What follows belongs to an exercise in optimizing a design on an open flow for small area, a short achievable clock period and few clock cycles per item; a production flow would make more cautious choices.
Only the layout flow was run in this run; the RTL was not checked for function there.
No activity file was given, so power comes from the tool's default toggle rates.

==> design/flow/run.sh <==
#!/bin/bash
# synth_recipe.tcl (not shown) runs the flow's synth.tcl, then flattens the netlist and writes it again
# the make line also repeats each setting of config.mk as NAME=value (left out here)
make -C /OpenROAD-flow-scripts/flow DESIGN_CONFIG=/design/flow/config.mk WORK_HOME=/design/flow/orfs CLKGATE_MAP_FILE= SYNTH_SCRIPT=/design/flow/synth_recipe.tcl finish
==> design/flow/config.mk <==
export PLATFORM = sky130hd
export DESIGN_NAME = word_tokenizer_fnv1a_hasher_top
export DESIGN_NICKNAME = word_tokenizer_fnv1a_hasher_top
export VERILOG_FILES = /design/flow/design.v
export SDC_FILE = /design/flow/constraint.sdc
export NUM_CORES = 4
export LEC_CHECK = 0
export CAP_MARGIN = 20
export CORE_MARGIN = 2
export CORE_UTILIZATION = 40
export SETUP_SLACK_MARGIN = 1.5
export SLEW_MARGIN = 20
==> design/flow/constraint.sdc <==
create_clock -name core_clock -period 6.5 [get_ports {clk}]
set_input_delay 1.3000 -clock core_clock [delete_from_list [all_inputs] [get_ports {clk}]]
set_output_delay 1.3000 -clock core_clock [all_outputs]
set_load 0.01 [all_outputs]
==> design/flow/design.v <==
package wtok_pkg;
  localparam int unsigned LENGTH_WIDTH_DEF = 16;
  localparam logic [31:0] FNV_BASIS = 32'h811C_9DC5;
  localparam logic [31:0] FNV_PRIME = 32'h0100_0193;
  localparam logic [7:0] CHR_NUL = 8'h00;
  localparam logic [7:0] CHR_TAB = 8'h09;
  localparam logic [7:0] CHR_LF  = 8'h0A;
  localparam logic [7:0] CHR_VT  = 8'h0B;
  localparam logic [7:0] CHR_FF  = 8'h0C;
  localparam logic [7:0] CHR_CR  = 8'h0D;
  localparam logic [7:0] CHR_SP  = 8'h20;
  localparam logic [15:0] EOS_LENGTH = 16'd4;
  localparam int unsigned QUEUE_DEPTH = 4;
  localparam int unsigned QUEUE_PTR_W = $clog2(QUEUE_DEPTH);
  localparam int unsigned QUEUE_CNT_W = $clog2(QUEUE_DEPTH + 1);
  typedef struct packed {
    logic [7:0] data_byte;
    logic       end_of_input;
  } byte_t;
  typedef struct packed {
    logic [31:0] word_hash;
    logic [15:0] word_length;
    logic        is_eos;
    logic        last;
  } token_t;
  localparam int unsigned TOKEN_W = 50;  
  localparam logic [31:0] EOS_HASH = 32'hD79C_9359;
endpackage
import wtok_pkg::*;
module wtok_room (
  input  logic [1:0] cls,
  input  logic       in_word,
  input  logic [1:0] e_pre,
  input  logic       w_own,
  input  logic       e_post,
  input  logic       take,
  output logic       ok
);
  logic       e_front;
  logic [1:0] e_pre1;
  logic       w_own1;
  logic       e_post1;
  always_comb begin
    e_front = (e_pre != 2'd0);
    e_pre1  = e_pre;
    w_own1  = w_own;
    e_post1 = e_post;
    if (take) begin
      if (e_front) begin
        e_pre1 = e_pre - 2'd1;
      end else begin
        w_own1  = 1'b0;
        e_pre1  = {1'b0, e_post};
        e_post1 = 1'b0;
      end
    end
    case (cls)
      2'd1:    ok = !w_own1;
      2'd2:    ok = in_word || (w_own1 ? !e_post1 : (e_pre1 != 2'd2));
      2'd3:    ok = 1'b1;
      default: ok = 1'b0;
    endcase
  end
endmodule
module word_tokenizer_fnv1a_hasher_top #(
  parameter int unsigned LENGTH_WIDTH = wtok_pkg::LENGTH_WIDTH_DEF
) (
  input  logic   clk,
  input  logic   rst,
  input  logic   byte_valid,
  output logic   byte_ready,
  input  wtok_pkg::byte_t  byte_data,
  output logic   token_valid,
  input  logic   token_ready,
  output wtok_pkg::token_t token_data
);
  localparam logic [1:0] C_NONE = 2'd0;
  localparam logic [1:0] C_WORD = 2'd1;
  localparam logic [1:0] C_LF   = 2'd2;
  localparam logic [1:0] C_END  = 2'd3;
  logic [1:0]  ib_cls;
  logic [7:0]  ib_byte;
  logic                    in_word;
  logic [31:0]             hash_r;
  logic [LENGTH_WIDTH-1:0] len_r;
  logic                    last_r;
  logic [1:0]  e_pre;
  logic        w_own;
  logic        e_post;
  logic        rdy_nt;
  logic        rdy_t;
  logic        e_front;
  logic        take;
  logic        ok;
  logic        hash_upd;
  logic        word_end;
  logic        byte_xfer;
  logic        in_space;
  logic [1:0]  in_cls;
  logic [31:0] hash_sel;
  logic [31:0] mix_in;
  logic [31:0] mixed;
  logic [1:0]  ib_cls_n;
  logic        in_word_n;
  logic [1:0]  e_pre_n;
  logic        w_own_n;
  logic        e_post_n;
  logic        ok_nt_n;
  logic        ok_t_n;
  assign e_front     = (e_pre != 2'd0);
  assign token_valid = e_front || w_own;
  assign take        = token_valid && token_ready;
  assign token_data.word_hash   = e_front ? EOS_HASH : hash_r;
  assign token_data.word_length = e_front ? EOS_LENGTH : 16'(len_r);
  assign token_data.is_eos      = e_front;
  assign token_data.last        = e_front || last_r;
  assign byte_ready = rdy_nt || (token_ready && rdy_t);
  assign byte_xfer  = byte_valid && byte_ready;
  wtok_room u_room (
    .cls(ib_cls), .in_word(in_word), .e_pre(e_pre), .w_own(w_own),
    .e_post(e_post), .take(take), .ok(ok)
  );
  always_comb begin
    hash_upd = (ib_cls == C_WORD) && ok;
    word_end = ok && in_word && ib_cls[1];
    in_space = (byte_data.data_byte == CHR_SP)  || (byte_data.data_byte == CHR_LF) ||
               (byte_data.data_byte == CHR_CR)  || (byte_data.data_byte == CHR_TAB) ||
               (byte_data.data_byte == CHR_VT)  || (byte_data.data_byte == CHR_FF) ||
               (byte_data.data_byte == CHR_NUL);
    if (byte_data.end_of_input)                 in_cls = C_END;
    else if (byte_data.data_byte == CHR_LF)     in_cls = C_LF;
    else if (in_space)                          in_cls = C_END;
    else                                        in_cls = C_WORD;
    if (byte_xfer)   ib_cls_n = in_cls;
    else if (ok)     ib_cls_n = C_NONE;
    else             ib_cls_n = ib_cls;
    e_pre_n   = e_pre;
    w_own_n   = w_own;
    e_post_n  = e_post;
    in_word_n = in_word;
    if (take) begin
      if (e_front) begin
        e_pre_n = e_pre - 2'd1;
      end else begin
        w_own_n  = 1'b0;
        e_pre_n  = {1'b0, e_post};
        e_post_n = 1'b0;
      end
    end
    if (ok) begin
      case (ib_cls)
        C_WORD: in_word_n = 1'b1;
        C_LF: begin
          in_word_n = 1'b0;
          if (in_word) begin
            w_own_n  = 1'b1;
            e_post_n = 1'b1;
          end else if (w_own_n) begin
            e_post_n = 1'b1;
          end else begin
            e_pre_n  = e_pre_n + 2'd1;
          end
        end
        C_END: begin
          in_word_n = 1'b0;
          if (in_word) w_own_n = 1'b1;
        end
        default: ;
      endcase
    end
    hash_sel = in_word ? hash_r : FNV_BASIS;
    mix_in   = hash_sel ^ {{24{ib_byte[7]}}, ib_byte};
  end
  fnv_mul u_mul (.x(mix_in), .y(mixed));
  wtok_room u_room_nt (
    .cls(ib_cls_n), .in_word(in_word_n), .e_pre(e_pre_n), .w_own(w_own_n),
    .e_post(e_post_n), .take(1'b0), .ok(ok_nt_n)
  );
  wtok_room u_room_t (
    .cls(ib_cls_n), .in_word(in_word_n), .e_pre(e_pre_n), .w_own(w_own_n),
    .e_post(e_post_n), .take(1'b1), .ok(ok_t_n)
  );
  always_ff @(posedge clk) begin
    if (rst) begin
      ib_cls  <= C_NONE;
      in_word <= 1'b0;
      e_pre   <= 2'd0;
      w_own   <= 1'b0;
      e_post  <= 1'b0;
      rdy_nt  <= 1'b1;
      rdy_t   <= 1'b1;
    end else begin
      ib_cls  <= ib_cls_n;
      in_word <= in_word_n;
      e_pre   <= e_pre_n;
      w_own   <= w_own_n;
      e_post  <= e_post_n;
      rdy_nt  <= (ib_cls_n == C_NONE) || ok_nt_n;
      rdy_t   <= (ib_cls_n == C_NONE) || ((e_pre_n != 2'd0 || w_own_n) && ok_t_n);
    end
  end
  always_ff @(posedge clk) begin
    if (byte_xfer) begin
      ib_byte <= byte_data.data_byte;
    end
  end
  always_ff @(posedge clk) begin
    if (hash_upd) begin
      hash_r <= mixed;
      if (!in_word) begin
        len_r <= LENGTH_WIDTH'(1);
      end else if (len_r != '1) begin
        len_r <= len_r + LENGTH_WIDTH'(1);
      end
    end
    if (word_end) begin
      last_r <= (ib_cls == C_END);
    end
  end
endmodule
module fnv_mul (
  input  logic [31:0] x,
  output logic [31:0] y
);
  logic fs0;
  logic fc0;
  logic fs1;
  logic fc1;
  logic fs2;
  logic fc2;
  logic fs3;
  logic fc3;
  logic fs4;
  logic fc4;
  logic fs5;
  logic fc5;
  logic fs6;
  logic fc6;
  logic fs7;
  logic fc7;
  logic fs8;
  logic fc8;
  logic fs9;
  logic fc9;
  logic fs10;
  logic fc10;
  logic fs11;
  logic fc11;
  logic fs12;
  logic fc12;
  logic fs13;
  logic fc13;
  logic fs14;
  logic fc14;
  logic fs15;
  logic fc15;
  logic fs16;
  logic fc16;
  logic fs17;
  logic fc17;
  logic fs18;
  logic fc18;
  logic fs19;
  logic fc19;
  logic fs20;
  logic fc20;
  logic fs21;
  logic fc21;
  logic fs22;
  logic fc22;
  logic fs23;
  logic fc23;
  logic fs24;
  logic fc24;
  logic fs25;
  logic fc25;
  logic fs26;
  logic fc26;
  logic fs27;
  logic fc27;
  logic fs28;
  logic fc28;
  logic fs29;
  logic fc29;
  logic fs30;
  logic fc30;
  logic fs31;
  logic fc31;
  logic fs32;
  logic fc32;
  logic fs33;
  logic fc33;
  logic fs34;
  logic fc34;
  logic fs35;
  logic fc35;
  logic fs36;
  logic fc36;
  logic fs37;
  logic fc37;
  logic fs38;
  logic fc38;
  logic fs39;
  logic fc39;
  logic fs40;
  logic fc40;
  logic fs41;
  logic fc41;
  logic fs42;
  logic fc42;
  logic fs43;
  logic fc43;
  logic fs44;
  logic fc44;
  logic fs45;
  logic fc45;
  logic fs46;
  logic fc46;
  logic fs47;
  logic fc47;
  logic fs48;
  logic fc48;
  logic fs49;
  logic fc49;
  logic fs50;
  logic fc50;
  logic fs51;
  logic fc51;
  logic fs52;
  logic fc52;
  logic fs53;
  logic fc53;
  logic fs54;
  logic fc54;
  logic fs55;
  logic fc55;
  logic fs56;
  logic fc56;
  logic fs57;
  logic fc57;
  logic fs58;
  logic fc58;
  logic fs59;
  logic fc59;
  logic fs60;
  logic fc60;
  logic fs61;
  logic fc61;
  logic fs62;
  logic fc62;
  logic fs63;
  logic fc63;
  logic fs64;
  logic fc64;
  logic fs65;
  logic fc65;
  logic fs66;
  logic fc66;
  logic fs67;
  logic fc67;
  logic fs68;
  logic fc68;
  logic fs69;
  logic fc69;
  logic fs70;
  logic fc70;
  logic fs71;
  logic fc71;
  logic fs72;
  logic fc72;
  logic fs73;
  logic fc73;
  logic fs74;
  logic fc74;
  logic fs75;
  logic fc75;
  logic fs76;
  logic fc76;
  logic fs77;
  logic fc77;
  logic fs78;
  logic fc78;
  logic fs79;
  logic fc79;
  logic fs80;
  logic fc80;
  logic fs81;
  logic fc81;
  logic fs82;
  logic fc82;
  logic fs83;
  logic fc83;
  logic fs84;
  logic fc84;
  logic [31:0] ra, rb;
  assign fs0 = x[4] ^ x[3] ^ x[0];
  assign fc0 = (x[4] & x[3]) | (x[4] & x[0]) | (x[3] & x[0]);
  assign fs1 = x[5] ^ x[4] ^ x[1];
  assign fc1 = (x[5] & x[4]) | (x[5] & x[1]) | (x[4] & x[1]);
  assign fs2 = x[6] ^ x[5] ^ x[2];
  assign fc2 = (x[6] & x[5]) | (x[6] & x[2]) | (x[5] & x[2]);
  assign fs3 = x[7] ^ x[6] ^ x[3];
  assign fc3 = (x[7] & x[6]) | (x[7] & x[3]) | (x[6] & x[3]);
  assign fs4 = x[0] ^ fc2 ^ fs3;
  assign fc4 = (x[0] & fc2) | (x[0] & fs3) | (fc2 & fs3);
  assign fs5 = x[8] ^ x[7] ^ x[4];
  assign fc5 = (x[8] & x[7]) | (x[8] & x[4]) | (x[7] & x[4]);
  assign fs6 = x[1] ^ x[0] ^ fc3;
  assign fc6 = (x[1] & x[0]) | (x[1] & fc3) | (x[0] & fc3);
  assign fs7 = fs5 ^ fc4 ^ fs6;
  assign fc7 = (fs5 & fc4) | (fs5 & fs6) | (fc4 & fs6);
  assign fs8 = x[9] ^ x[8] ^ x[5];
  assign fc8 = (x[9] & x[8]) | (x[9] & x[5]) | (x[8] & x[5]);
  assign fs9 = x[2] ^ x[1] ^ fc5;
  assign fc9 = (x[2] & x[1]) | (x[2] & fc5) | (x[1] & fc5);
  assign fs10 = fs8 ^ fc6 ^ fs9;
  assign fc10 = (fs8 & fc6) | (fs8 & fs9) | (fc6 & fs9);
  assign fs11 = x[10] ^ x[9] ^ x[6];
  assign fc11 = (x[10] & x[9]) | (x[10] & x[6]) | (x[9] & x[6]);
  assign fs12 = x[3] ^ x[2] ^ fc8;
  assign fc12 = (x[3] & x[2]) | (x[3] & fc8) | (x[2] & fc8);
  assign fs13 = fs11 ^ fc9 ^ fs12;
  assign fc13 = (fs11 & fc9) | (fs11 & fs12) | (fc9 & fs12);
  assign fs14 = x[11] ^ x[10] ^ x[7];
  assign fc14 = (x[11] & x[10]) | (x[11] & x[7]) | (x[10] & x[7]);
  assign fs15 = x[4] ^ x[3] ^ fc11;
  assign fc15 = (x[4] & x[3]) | (x[4] & fc11) | (x[3] & fc11);
  assign fs16 = fs14 ^ fc12 ^ fs15;
  assign fc16 = (fs14 & fc12) | (fs14 & fs15) | (fc12 & fs15);
  assign fs17 = x[12] ^ x[11] ^ x[8];
  assign fc17 = (x[12] & x[11]) | (x[12] & x[8]) | (x[11] & x[8]);
  assign fs18 = x[5] ^ x[4] ^ fc14;
  assign fc18 = (x[5] & x[4]) | (x[5] & fc14) | (x[4] & fc14);
  assign fs19 = fs17 ^ fc15 ^ fs18;
  assign fc19 = (fs17 & fc15) | (fs17 & fs18) | (fc15 & fs18);
  assign fs20 = x[13] ^ x[12] ^ x[9];
  assign fc20 = (x[13] & x[12]) | (x[13] & x[9]) | (x[12] & x[9]);
  assign fs21 = x[6] ^ x[5] ^ fc17;
  assign fc21 = (x[6] & x[5]) | (x[6] & fc17) | (x[5] & fc17);
  assign fs22 = fs20 ^ fc18 ^ fs21;
  assign fc22 = (fs20 & fc18) | (fs20 & fs21) | (fc18 & fs21);
  assign fs23 = x[14] ^ x[13] ^ x[10];
  assign fc23 = (x[14] & x[13]) | (x[14] & x[10]) | (x[13] & x[10]);
  assign fs24 = x[7] ^ x[6] ^ fc20;
  assign fc24 = (x[7] & x[6]) | (x[7] & fc20) | (x[6] & fc20);
  assign fs25 = fs23 ^ fc21 ^ fs24;
  assign fc25 = (fs23 & fc21) | (fs23 & fs24) | (fc21 & fs24);
  assign fs26 = x[15] ^ x[14] ^ x[11];
  assign fc26 = (x[15] & x[14]) | (x[15] & x[11]) | (x[14] & x[11]);
  assign fs27 = x[8] ^ x[7] ^ fc23;
  assign fc27 = (x[8] & x[7]) | (x[8] & fc23) | (x[7] & fc23);
  assign fs28 = fs26 ^ fc24 ^ fs27;
  assign fc28 = (fs26 & fc24) | (fs26 & fs27) | (fc24 & fs27);
  assign fs29 = x[16] ^ x[15] ^ x[12];
  assign fc29 = (x[16] & x[15]) | (x[16] & x[12]) | (x[15] & x[12]);
  assign fs30 = x[9] ^ x[8] ^ fc26;
  assign fc30 = (x[9] & x[8]) | (x[9] & fc26) | (x[8] & fc26);
  assign fs31 = fs29 ^ fc27 ^ fs30;
  assign fc31 = (fs29 & fc27) | (fs29 & fs30) | (fc27 & fs30);
  assign fs32 = x[17] ^ x[16] ^ x[13];
  assign fc32 = (x[17] & x[16]) | (x[17] & x[13]) | (x[16] & x[13]);
  assign fs33 = x[10] ^ x[9] ^ fc29;
  assign fc33 = (x[10] & x[9]) | (x[10] & fc29) | (x[9] & fc29);
  assign fs34 = fs32 ^ fc30 ^ fs33;
  assign fc34 = (fs32 & fc30) | (fs32 & fs33) | (fc30 & fs33);
  assign fs35 = x[18] ^ x[17] ^ x[14];
  assign fc35 = (x[18] & x[17]) | (x[18] & x[14]) | (x[17] & x[14]);
  assign fs36 = x[11] ^ x[10] ^ fc32;
  assign fc36 = (x[11] & x[10]) | (x[11] & fc32) | (x[10] & fc32);
  assign fs37 = fs35 ^ fc33 ^ fs36;
  assign fc37 = (fs35 & fc33) | (fs35 & fs36) | (fc33 & fs36);
  assign fs38 = x[19] ^ x[18] ^ x[15];
  assign fc38 = (x[19] & x[18]) | (x[19] & x[15]) | (x[18] & x[15]);
  assign fs39 = x[12] ^ x[11] ^ fc35;
  assign fc39 = (x[12] & x[11]) | (x[12] & fc35) | (x[11] & fc35);
  assign fs40 = fs38 ^ fc36 ^ fs39;
  assign fc40 = (fs38 & fc36) | (fs38 & fs39) | (fc36 & fs39);
  assign fs41 = x[20] ^ x[19] ^ x[16];
  assign fc41 = (x[20] & x[19]) | (x[20] & x[16]) | (x[19] & x[16]);
  assign fs42 = x[13] ^ x[12] ^ fc38;
  assign fc42 = (x[13] & x[12]) | (x[13] & fc38) | (x[12] & fc38);
  assign fs43 = fs41 ^ fc39 ^ fs42;
  assign fc43 = (fs41 & fc39) | (fs41 & fs42) | (fc39 & fs42);
  assign fs44 = x[21] ^ x[20] ^ x[17];
  assign fc44 = (x[21] & x[20]) | (x[21] & x[17]) | (x[20] & x[17]);
  assign fs45 = x[14] ^ x[13] ^ fc41;
  assign fc45 = (x[14] & x[13]) | (x[14] & fc41) | (x[13] & fc41);
  assign fs46 = fs44 ^ fc42 ^ fs45;
  assign fc46 = (fs44 & fc42) | (fs44 & fs45) | (fc42 & fs45);
  assign fs47 = x[22] ^ x[21] ^ x[18];
  assign fc47 = (x[22] & x[21]) | (x[22] & x[18]) | (x[21] & x[18]);
  assign fs48 = x[15] ^ x[14] ^ fc44;
  assign fc48 = (x[15] & x[14]) | (x[15] & fc44) | (x[14] & fc44);
  assign fs49 = fs47 ^ fc45 ^ fs48;
  assign fc49 = (fs47 & fc45) | (fs47 & fs48) | (fc45 & fs48);
  assign fs50 = x[23] ^ x[22] ^ x[19];
  assign fc50 = (x[23] & x[22]) | (x[23] & x[19]) | (x[22] & x[19]);
  assign fs51 = x[16] ^ x[15] ^ fc47;
  assign fc51 = (x[16] & x[15]) | (x[16] & fc47) | (x[15] & fc47);
  assign fs52 = fs50 ^ fc48 ^ fs51;
  assign fc52 = (fs50 & fc48) | (fs50 & fs51) | (fc48 & fs51);
  assign fs53 = x[24] ^ x[23] ^ x[20];
  assign fc53 = (x[24] & x[23]) | (x[24] & x[20]) | (x[23] & x[20]);
  assign fs54 = x[17] ^ x[16] ^ x[0];
  assign fc54 = (x[17] & x[16]) | (x[17] & x[0]) | (x[16] & x[0]);
  assign fs55 = fc50 ^ fs53 ^ fs54;
  assign fc55 = (fc50 & fs53) | (fc50 & fs54) | (fs53 & fs54);
  assign fs56 = fc51 ^ fs55 ^ fc52;
  assign fc56 = (fc51 & fs55) | (fc51 & fc52) | (fs55 & fc52);
  assign fs57 = x[25] ^ x[24] ^ x[21];
  assign fc57 = (x[25] & x[24]) | (x[25] & x[21]) | (x[24] & x[21]);
  assign fs58 = x[18] ^ x[17] ^ x[1];
  assign fc58 = (x[18] & x[17]) | (x[18] & x[1]) | (x[17] & x[1]);
  assign fs59 = fc53 ^ fc54 ^ fs57;
  assign fc59 = (fc53 & fc54) | (fc53 & fs57) | (fc54 & fs57);
  assign fs60 = fs58 ^ fc55 ^ fs59;
  assign fc60 = (fs58 & fc55) | (fs58 & fs59) | (fc55 & fs59);
  assign fs61 = x[26] ^ x[25] ^ x[22];
  assign fc61 = (x[26] & x[25]) | (x[26] & x[22]) | (x[25] & x[22]);
  assign fs62 = x[19] ^ x[18] ^ x[2];
  assign fc62 = (x[19] & x[18]) | (x[19] & x[2]) | (x[18] & x[2]);
  assign fs63 = fc57 ^ fc58 ^ fs61;
  assign fc63 = (fc57 & fc58) | (fc57 & fs61) | (fc58 & fs61);
  assign fs64 = fs62 ^ fc59 ^ fs63;
  assign fc64 = (fs62 & fc59) | (fs62 & fs63) | (fc59 & fs63);
  assign fs65 = x[27] ^ x[26] ^ x[23];
  assign fc65 = (x[27] & x[26]) | (x[27] & x[23]) | (x[26] & x[23]);
  assign fs66 = x[20] ^ x[19] ^ x[3];
  assign fc66 = (x[20] & x[19]) | (x[20] & x[3]) | (x[19] & x[3]);
  assign fs67 = fc61 ^ fc62 ^ fs65;
  assign fc67 = (fc61 & fc62) | (fc61 & fs65) | (fc62 & fs65);
  assign fs68 = fs66 ^ fc63 ^ fs67;
  assign fc68 = (fs66 & fc63) | (fs66 & fs67) | (fc63 & fs67);
  assign fs69 = x[28] ^ x[27] ^ x[24];
  assign fc69 = (x[28] & x[27]) | (x[28] & x[24]) | (x[27] & x[24]);
  assign fs70 = x[21] ^ x[20] ^ x[4];
  assign fc70 = (x[21] & x[20]) | (x[21] & x[4]) | (x[20] & x[4]);
  assign fs71 = fc65 ^ fc66 ^ fs69;
  assign fc71 = (fc65 & fc66) | (fc65 & fs69) | (fc66 & fs69);
  assign fs72 = fs70 ^ fc67 ^ fs71;
  assign fc72 = (fs70 & fc67) | (fs70 & fs71) | (fc67 & fs71);
  assign fs73 = x[29] ^ x[28] ^ x[25];
  assign fc73 = (x[29] & x[28]) | (x[29] & x[25]) | (x[28] & x[25]);
  assign fs74 = x[22] ^ x[21] ^ x[5];
  assign fc74 = (x[22] & x[21]) | (x[22] & x[5]) | (x[21] & x[5]);
  assign fs75 = fc69 ^ fc70 ^ fs73;
  assign fc75 = (fc69 & fc70) | (fc69 & fs73) | (fc70 & fs73);
  assign fs76 = fs74 ^ fc71 ^ fs75;
  assign fc76 = (fs74 & fc71) | (fs74 & fs75) | (fc71 & fs75);
  assign fs77 = x[30] ^ x[29] ^ x[26];
  assign fc77 = (x[30] & x[29]) | (x[30] & x[26]) | (x[29] & x[26]);
  assign fs78 = x[23] ^ x[22] ^ x[6];
  assign fc78 = (x[23] & x[22]) | (x[23] & x[6]) | (x[22] & x[6]);
  assign fs79 = fc73 ^ fc74 ^ fs77;
  assign fc79 = (fc73 & fc74) | (fc73 & fs77) | (fc74 & fs77);
  assign fs80 = fs78 ^ fc75 ^ fs79;
  assign fc80 = (fs78 & fc75) | (fs78 & fs79) | (fc75 & fs79);
  assign fs81 = x[31] ^ x[30] ^ x[27];
  assign fc81 = (x[31] & x[30]) | (x[31] & x[27]) | (x[30] & x[27]);
  assign fs82 = x[24] ^ x[23] ^ x[7];
  assign fc82 = (x[24] & x[23]) | (x[24] & x[7]) | (x[23] & x[7]);
  assign fs83 = fc77 ^ fc78 ^ fs81;
  assign fc83 = (fc77 & fc78) | (fc77 & fs81) | (fc78 & fs81);
  assign fs84 = fs82 ^ fc79 ^ fs83;
  assign fc84 = (fs82 & fc79) | (fs82 & fs83) | (fc79 & fs83);
  assign ra[0] = x[0];
  assign rb[0] = 1'b0;
  assign ra[1] = x[1];
  assign rb[1] = x[0];
  assign ra[2] = x[2];
  assign rb[2] = x[1];
  assign ra[3] = x[3];
  assign rb[3] = x[2];
  assign ra[4] = fs0;
  assign rb[4] = 1'b0;
  assign ra[5] = fc0;
  assign rb[5] = fs1;
  assign ra[6] = fc1;
  assign rb[6] = fs2;
  assign ra[7] = fs4;
  assign rb[7] = 1'b0;
  assign ra[8] = fs7;
  assign rb[8] = 1'b0;
  assign ra[9] = fc7;
  assign rb[9] = fs10;
  assign ra[10] = fc10;
  assign rb[10] = fs13;
  assign ra[11] = fc13;
  assign rb[11] = fs16;
  assign ra[12] = fc16;
  assign rb[12] = fs19;
  assign ra[13] = fc19;
  assign rb[13] = fs22;
  assign ra[14] = fc22;
  assign rb[14] = fs25;
  assign ra[15] = fc25;
  assign rb[15] = fs28;
  assign ra[16] = fc28;
  assign rb[16] = fs31;
  assign ra[17] = fc31;
  assign rb[17] = fs34;
  assign ra[18] = fc34;
  assign rb[18] = fs37;
  assign ra[19] = fc37;
  assign rb[19] = fs40;
  assign ra[20] = fc40;
  assign rb[20] = fs43;
  assign ra[21] = fc43;
  assign rb[21] = fs46;
  assign ra[22] = fc46;
  assign rb[22] = fs49;
  assign ra[23] = fc49;
  assign rb[23] = fs52;
  assign ra[24] = fs56;
  assign rb[24] = 1'b0;
  assign ra[25] = fs60;
  assign rb[25] = fc56;
  assign ra[26] = fc60;
  assign rb[26] = fs64;
  assign ra[27] = fc64;
  assign rb[27] = fs68;
  assign ra[28] = fc68;
  assign rb[28] = fs72;
  assign ra[29] = fc72;
  assign rb[29] = fs76;
  assign ra[30] = fc76;
  assign rb[30] = fs80;
  assign ra[31] = fc80;
  assign rb[31] = fs84;
  logic [31:0] g0, p0;
  assign g0 = ra & rb;
  assign p0 = ra ^ rb;
  logic gL0_1, pL0_1;
  assign gL0_1 = g0[1] | (p0[1] & g0[0]);
  assign pL0_1 = p0[1] & p0[0];
  logic gL0_3, pL0_3;
  assign gL0_3 = g0[3] | (p0[3] & g0[2]);
  assign pL0_3 = p0[3] & p0[2];
  logic gL0_5, pL0_5;
  assign gL0_5 = g0[5] | (p0[5] & g0[4]);
  assign pL0_5 = p0[5] & p0[4];
  logic gL0_7, pL0_7;
  assign gL0_7 = g0[7] | (p0[7] & g0[6]);
  assign pL0_7 = p0[7] & p0[6];
  logic gL0_9, pL0_9;
  assign gL0_9 = g0[9] | (p0[9] & g0[8]);
  assign pL0_9 = p0[9] & p0[8];
  logic gL0_11, pL0_11;
  assign gL0_11 = g0[11] | (p0[11] & g0[10]);
  assign pL0_11 = p0[11] & p0[10];
  logic gL0_13, pL0_13;
  assign gL0_13 = g0[13] | (p0[13] & g0[12]);
  assign pL0_13 = p0[13] & p0[12];
  logic gL0_15, pL0_15;
  assign gL0_15 = g0[15] | (p0[15] & g0[14]);
  assign pL0_15 = p0[15] & p0[14];
  logic gL0_17, pL0_17;
  assign gL0_17 = g0[17] | (p0[17] & g0[16]);
  assign pL0_17 = p0[17] & p0[16];
  logic gL0_19, pL0_19;
  assign gL0_19 = g0[19] | (p0[19] & g0[18]);
  assign pL0_19 = p0[19] & p0[18];
  logic gL0_21, pL0_21;
  assign gL0_21 = g0[21] | (p0[21] & g0[20]);
  assign pL0_21 = p0[21] & p0[20];
  logic gL0_23, pL0_23;
  assign gL0_23 = g0[23] | (p0[23] & g0[22]);
  assign pL0_23 = p0[23] & p0[22];
  logic gL0_25, pL0_25;
  assign gL0_25 = g0[25] | (p0[25] & g0[24]);
  assign pL0_25 = p0[25] & p0[24];
  logic gL0_27, pL0_27;
  assign gL0_27 = g0[27] | (p0[27] & g0[26]);
  assign pL0_27 = p0[27] & p0[26];
  logic gL0_29, pL0_29;
  assign gL0_29 = g0[29] | (p0[29] & g0[28]);
  assign pL0_29 = p0[29] & p0[28];
  logic gL0_31, pL0_31;
  assign gL0_31 = g0[31] | (p0[31] & g0[30]);
  assign pL0_31 = p0[31] & p0[30];
  logic gL1_3, pL1_3;
  assign gL1_3 = gL0_3 | (pL0_3 & gL0_1);
  assign pL1_3 = pL0_3 & pL0_1;
  logic gL1_7, pL1_7;
  assign gL1_7 = gL0_7 | (pL0_7 & gL0_5);
  assign pL1_7 = pL0_7 & pL0_5;
  logic gL1_11, pL1_11;
  assign gL1_11 = gL0_11 | (pL0_11 & gL0_9);
  assign pL1_11 = pL0_11 & pL0_9;
  logic gL1_15, pL1_15;
  assign gL1_15 = gL0_15 | (pL0_15 & gL0_13);
  assign pL1_15 = pL0_15 & pL0_13;
  logic gL1_19, pL1_19;
  assign gL1_19 = gL0_19 | (pL0_19 & gL0_17);
  assign pL1_19 = pL0_19 & pL0_17;
  logic gL1_23, pL1_23;
  assign gL1_23 = gL0_23 | (pL0_23 & gL0_21);
  assign pL1_23 = pL0_23 & pL0_21;
  logic gL1_27, pL1_27;
  assign gL1_27 = gL0_27 | (pL0_27 & gL0_25);
  assign pL1_27 = pL0_27 & pL0_25;
  logic gL1_31, pL1_31;
  assign gL1_31 = gL0_31 | (pL0_31 & gL0_29);
  assign pL1_31 = pL0_31 & pL0_29;
  logic gL2_7, pL2_7;
  assign gL2_7 = gL1_7 | (pL1_7 & gL1_3);
  assign pL2_7 = pL1_7 & pL1_3;
  logic gL2_15, pL2_15;
  assign gL2_15 = gL1_15 | (pL1_15 & gL1_11);
  assign pL2_15 = pL1_15 & pL1_11;
  logic gL2_23, pL2_23;
  assign gL2_23 = gL1_23 | (pL1_23 & gL1_19);
  assign pL2_23 = pL1_23 & pL1_19;
  logic gL2_31, pL2_31;
  assign gL2_31 = gL1_31 | (pL1_31 & gL1_27);
  assign pL2_31 = pL1_31 & pL1_27;
  logic gL3_15, pL3_15;
  assign gL3_15 = gL2_15 | (pL2_15 & gL2_7);
  assign pL3_15 = pL2_15 & pL2_7;
  logic gL3_31, pL3_31;
  assign gL3_31 = gL2_31 | (pL2_31 & gL2_23);
  assign pL3_31 = pL2_31 & pL2_23;
  logic gL4_31, pL4_31;
  assign gL4_31 = gL3_31 | (pL3_31 & gL3_15);
  assign pL4_31 = pL3_31 & pL3_15;
  logic gL5_23, pL5_23;
  assign gL5_23 = gL2_23 | (pL2_23 & gL3_15);
  assign pL5_23 = pL2_23 & pL3_15;
  logic gL6_11, pL6_11;
  assign gL6_11 = gL1_11 | (pL1_11 & gL2_7);
  assign pL6_11 = pL1_11 & pL2_7;
  logic gL6_19, pL6_19;
  assign gL6_19 = gL1_19 | (pL1_19 & gL3_15);
  assign pL6_19 = pL1_19 & pL3_15;
  logic gL6_27, pL6_27;
  assign gL6_27 = gL1_27 | (pL1_27 & gL5_23);
  assign pL6_27 = pL1_27 & pL5_23;
  logic gL7_5, pL7_5;
  assign gL7_5 = gL0_5 | (pL0_5 & gL1_3);
  assign pL7_5 = pL0_5 & pL1_3;
  logic gL7_9, pL7_9;
  assign gL7_9 = gL0_9 | (pL0_9 & gL2_7);
  assign pL7_9 = pL0_9 & pL2_7;
  logic gL7_13, pL7_13;
  assign gL7_13 = gL0_13 | (pL0_13 & gL6_11);
  assign pL7_13 = pL0_13 & pL6_11;
  logic gL7_17, pL7_17;
  assign gL7_17 = gL0_17 | (pL0_17 & gL3_15);
  assign pL7_17 = pL0_17 & pL3_15;
  logic gL7_21, pL7_21;
  assign gL7_21 = gL0_21 | (pL0_21 & gL6_19);
  assign pL7_21 = pL0_21 & pL6_19;
  logic gL7_25, pL7_25;
  assign gL7_25 = gL0_25 | (pL0_25 & gL5_23);
  assign pL7_25 = pL0_25 & pL5_23;
  logic gL7_29, pL7_29;
  assign gL7_29 = gL0_29 | (pL0_29 & gL6_27);
  assign pL7_29 = pL0_29 & pL6_27;
  logic gL8_2, pL8_2;
  assign gL8_2 = g0[2] | (p0[2] & gL0_1);
  assign pL8_2 = p0[2] & pL0_1;
  logic gL8_4, pL8_4;
  assign gL8_4 = g0[4] | (p0[4] & gL1_3);
  assign pL8_4 = p0[4] & pL1_3;
  logic gL8_6, pL8_6;
  assign gL8_6 = g0[6] | (p0[6] & gL7_5);
  assign pL8_6 = p0[6] & pL7_5;
  logic gL8_8, pL8_8;
  assign gL8_8 = g0[8] | (p0[8] & gL2_7);
  assign pL8_8 = p0[8] & pL2_7;
  logic gL8_10, pL8_10;
  assign gL8_10 = g0[10] | (p0[10] & gL7_9);
  assign pL8_10 = p0[10] & pL7_9;
  logic gL8_12, pL8_12;
  assign gL8_12 = g0[12] | (p0[12] & gL6_11);
  assign pL8_12 = p0[12] & pL6_11;
  logic gL8_14, pL8_14;
  assign gL8_14 = g0[14] | (p0[14] & gL7_13);
  assign pL8_14 = p0[14] & pL7_13;
  logic gL8_16, pL8_16;
  assign gL8_16 = g0[16] | (p0[16] & gL3_15);
  assign pL8_16 = p0[16] & pL3_15;
  logic gL8_18, pL8_18;
  assign gL8_18 = g0[18] | (p0[18] & gL7_17);
  assign pL8_18 = p0[18] & pL7_17;
  logic gL8_20, pL8_20;
  assign gL8_20 = g0[20] | (p0[20] & gL6_19);
  assign pL8_20 = p0[20] & pL6_19;
  logic gL8_22, pL8_22;
  assign gL8_22 = g0[22] | (p0[22] & gL7_21);
  assign pL8_22 = p0[22] & pL7_21;
  logic gL8_24, pL8_24;
  assign gL8_24 = g0[24] | (p0[24] & gL5_23);
  assign pL8_24 = p0[24] & pL5_23;
  logic gL8_26, pL8_26;
  assign gL8_26 = g0[26] | (p0[26] & gL7_25);
  assign pL8_26 = p0[26] & pL7_25;
  logic gL8_28, pL8_28;
  assign gL8_28 = g0[28] | (p0[28] & gL6_27);
  assign pL8_28 = p0[28] & pL6_27;
  logic gL8_30, pL8_30;
  assign gL8_30 = g0[30] | (p0[30] & gL7_29);
  assign pL8_30 = p0[30] & pL7_29;
  assign y[0] = p0[0];
  assign y[1] = p0[1] ^ g0[0];
  assign y[2] = p0[2] ^ gL0_1;
  assign y[3] = p0[3] ^ gL8_2;
  assign y[4] = p0[4] ^ gL1_3;
  assign y[5] = p0[5] ^ gL8_4;
  assign y[6] = p0[6] ^ gL7_5;
  assign y[7] = p0[7] ^ gL8_6;
  assign y[8] = p0[8] ^ gL2_7;
  assign y[9] = p0[9] ^ gL8_8;
  assign y[10] = p0[10] ^ gL7_9;
  assign y[11] = p0[11] ^ gL8_10;
  assign y[12] = p0[12] ^ gL6_11;
  assign y[13] = p0[13] ^ gL8_12;
  assign y[14] = p0[14] ^ gL7_13;
  assign y[15] = p0[15] ^ gL8_14;
  assign y[16] = p0[16] ^ gL3_15;
  assign y[17] = p0[17] ^ gL8_16;
  assign y[18] = p0[18] ^ gL7_17;
  assign y[19] = p0[19] ^ gL8_18;
  assign y[20] = p0[20] ^ gL6_19;
  assign y[21] = p0[21] ^ gL8_20;
  assign y[22] = p0[22] ^ gL7_21;
  assign y[23] = p0[23] ^ gL8_22;
  assign y[24] = p0[24] ^ gL5_23;
  assign y[25] = p0[25] ^ gL8_24;
  assign y[26] = p0[26] ^ gL7_25;
  assign y[27] = p0[27] ^ gL8_26;
  assign y[28] = p0[28] ^ gL6_27;
  assign y[29] = p0[29] ^ gL8_28;
  assign y[30] = p0[30] ^ gL7_29;
  assign y[31] = p0[31] ^ gL8_30;
endmodule
==> metrics.md <==
| Metric | Value |
|---|---|
| CP top delay family | adder cells |
| Area contributors post-synth | edfxtp_1 (25%), fa_1 (24%), ha_1 (5.7%) |
| Root Buffer | clkbuf_16 |
| Placed instance count | roughly 940 |
| Reg2reg start | ib_byte[7] |
| Power per cell area | roughly 500 nW/µm² |
| Fin. Hold Viols | 0 |
| Die X | 134 µm |
| Post-Route WL | approximately 17,000 µm |
| Slew @ Worst Pin | just over 900 ps |
| Rel. slew slack | 39.1% |
| First-pass GRT wire length | about 27,000 µm |
| CTS tree | done |
| Core ar. | between 15,000 and 20,000 µm² |
| Total track usage | just under 20% |
| Max Root-Sink Buffers | 2 |
| Number of nets with antenna violations after routing | 0 |
| Final GP Congestion | around 0.88 |
| Drt wl/cell | approximately 17 µm |
| List of most frequent post-synthesis cells | inv_1 (96), fa_1 (81), edfxtp_1 (57) |
| Cell Area, Synth | a little under 7000 µm² |
| WS Path Type | reg -> reg |
| Max-cap violations | 0 |
| CTS Hold Bufs | 0 |
| Main synth FF type | edfxtp_1 |
| Initial DRC Count | roughly 270 |
| Sequential cell area fraction in the yosys report | between 20% and 30% |
| Cell Area, Placed | between 7000 and 8000 µm² |
| Die ar. | roughly 18,000 µm² |
| Post-Layout Cell Count | about 970 |
| FP Rows | 47 |
| Top-count cell post-synth | inv_1 |
| Num CTS Buffers | 9 |
| Via count | approximately 4,900 |
| Vias in the first global route | slightly above 5,000 |
| Critical Path End Type | flip-flop |
| Post-synth top area share | around a quarter |
| Slowest-stage cell, CP | edfxtp_1 |
| Hold Path Class | reg -> reg |
| Crit path buf inv count | 3 |
| Post-DR vias/cell | 5.02 |
| Min Tclk post-route | around 5000 ps |
| CP startpoint kind | flip-flop |
| Final critical-path share of the clock period | just under 80% |
| Final Skew | around 7.7 ps |
| Sum Neg Setup Slack | 0 ps |
| GRT overflow | 0 |
| Critical path fanouts, max | 7 |
| Critical path's largest stage delay | around 520 ps |
| # diodes | 0 |
| Latest clock arrival within the worst-skew pair | around 350 ps |
| Hpwl dp | ~13,000 µm |
| Clock Sinks | 66 |
| Yosys cell types | 56 |
| RSZ-0062 raised after global routing | yes |
| Initial DRT Pass Iterations | 4 |
| Synth Area per Inst | approximately 10 µm² |
| Area grow syn2layout | 26.7% |
| Final Max Tran Viols | 0 |
| Outcome | finished clean |
| Count of input and output buffers | 64 |
| Cells after Synth | 665 |
| Layout Nets | 874 |
| Maximum VDD drop | 0.315 mV |
| Critical Path AT | 5180 ps |
| H-tree levels | 3 |
| Top cell by count, worst path | fa_1 |
| Pin count of the biggest net entering global routing | 33 |
| Die height | ~130 µm |
| Crit path launch | ib_byte[7] |
| Cell Chain, Critical Path | buf_12 > xnor2_4 > inv_4 > fa_1 > fa_1 > fa_1 > inv_1 > ha_4 > a21o_1 > a21o_1 > a211o_1 > a221o_1 > nor3_2 > a21oi_2 > fa_2 > xor2_1 > xnor2_1 > xnor2_1 |
| Syn_nets | 790 |
| Initial Util | between 40% and 50% |
| CTS clk-pin slew, worst paths | 60 ps |
| Hold Crit Start | ib_cls[1] |
| Peak Freq | 196 MHz |
| Initial antenna violation count | 0 |
| CP Data Required Time | approximately 6600 ps |
| Leak | between 0.003 and 0.004 µW |
| IO Pins | 65 |
| Yosys warning count | 2 |
| Hold_ws | about 570 ps |
| Register bit total from synthesis | between 60 and 70 |
| EDFF count, synth | 57 |
| Final setup vio count | 0 |
| Layout cells sized above 1 | a little over an eighth |
| Remaining DRCs | 0 |
| Async SR Flop Fraction | 0% |
| Synth area leader | edfxtp_1 |
| Fin area | 8550 µm² |
[state kept, by name, indices dropped and copies added (netlist names), 2 cells and up]
name / cells
ib_byte: 8
ib_cls: 2
e_pre: 2
hash_r: 32
len_r: 16
[what timing repair did]
item                                    CTS  global route
resized for setup                        42            16
pin swaps                                 9             2
buffers inserted                         18             3
cloned                                    0             0
endpoints found under the setup margin   20             8
[kinds of logic (layout without fill, tap and decap cells)]
group | after synthesis | in the layout | synth area share, %
adders and majority gates | 117 | 117 | 30.5
buffers and inverters | 117 | 206 | 6.70
AOI/OAI and AO/OA | 65 | 65 | 6.77
DFF | 66 | 66 | 28.0
xor gates and xnor gates | 86 | 86 | 11.3
and+or+nand+nor | 212 | 212 | 16.4
muxes | 2 | 2 | 0.315
[worst reg2reg max path: cells and delay by family (launching register included)]
| kind | cells | cell delay (ps) |
|---|---|---|
| compound gates | 5 | 1180 |
| fa+ha+maj | 5 | 1970 |
| xor+xnor | 4 | 630 |
| flops | 1 | 520 |
| simple gates | 1 | 170 |
| buf+inv | 3 | 370 |
[cells in the final DEF (no fill, tap or decap), types with 12 or more instances in the layout]
master	n
a21oi_1	17
and2_1	34
buf_4	25
clkdlybuf4s50_1	64
edfxtp_1	57
fa_1	79
ha_1	28
inv_1	88
nand2_1	44
nand2b_1	13
nand3_1	12
nor2_1	43
or3_1	26
xnor2_1	30
xor2_1	34
[layout make-up]
| cell class | count | area [µm²] |
|---|---|---|
| clock buffer | 9 | 225 |
| tap | 220 | 275 |
| fill | 1447 | 7980 |
| inverter | 96 | 363 |
| sequential | 66 | 1900 |
| timing repair buffer | 94 | 920 |
| multi-input combinational | 482 | 4810 |
| clock inverter | 7 | 53.8 |
[per-stage QoR]
stage | worst slack [ps] | util (%) | power [µW]
6_report | 1410 | 51.7 | 4340
5_1_grt | 1230 | 51.7 | 4770
4_1_cts | 1510 | 51.0 | 4240
3_5_place_dp | 490 | 46.8 | 3590
3_3_place_gp | 584 | 46.8 | 3540
2_1_floorplan | 1510 | - | 2820
[path summary, 6_finish.rpt]
path | end | slack, ps | cells past startpoint
worst min register to register | in_word | 570 | 1
worst max register to register | hash_r[31] | 1410 | 18
worst min-delay path | in_word | 570 | 1
worst max-delay path | hash_r[31] | 1410 | 18
[layer usage]
layer	global-route usage, %	part of all wire, %
met2	34.1	51
met4	6.91	2.5
met3	2.42	3.5
met1	25.4	43
met5	0	0
[report_power, final]
group	internal (µW)	leakage, µW	switching, µW	total [µW]
clock network	260	0.000128	207	467
logic	1440	0.00275	1580	3020
registers	762	0.000610	86.8	849
total	2470	0.00349	1870	4340

## static timing again, ports no longer ideal
In the flow no input, the clock included, has a driving cell. The finished layout below was timed again as built, in two steps. Step 1 sets driving cells, clkbuf_16 on the clock port and buf_2 on the other inputs (assumed; they add their load-dependent delay and slew). Step 2 adds t to the input delays and takes it off the output delays; t is the mean of the earliest and latest rising clock arrival at the registers after step 1. Input paths then give back, and output paths get back, about the clock's delay inside the block. Slacks: no drivers / after step 1 / after step 2; pairs: no drivers / after step 1.
t (ns): 0.386
slack for setup (ns): 1.410 / 1.410 / 1.410
slew at the worst register clock pin (ns): 0.06 / 0.06
After both steps setup and hold are still met in this run. For this run, drivers alone change the setup slack by 0.000 ns; drivers and shift together by 0.000 ns.
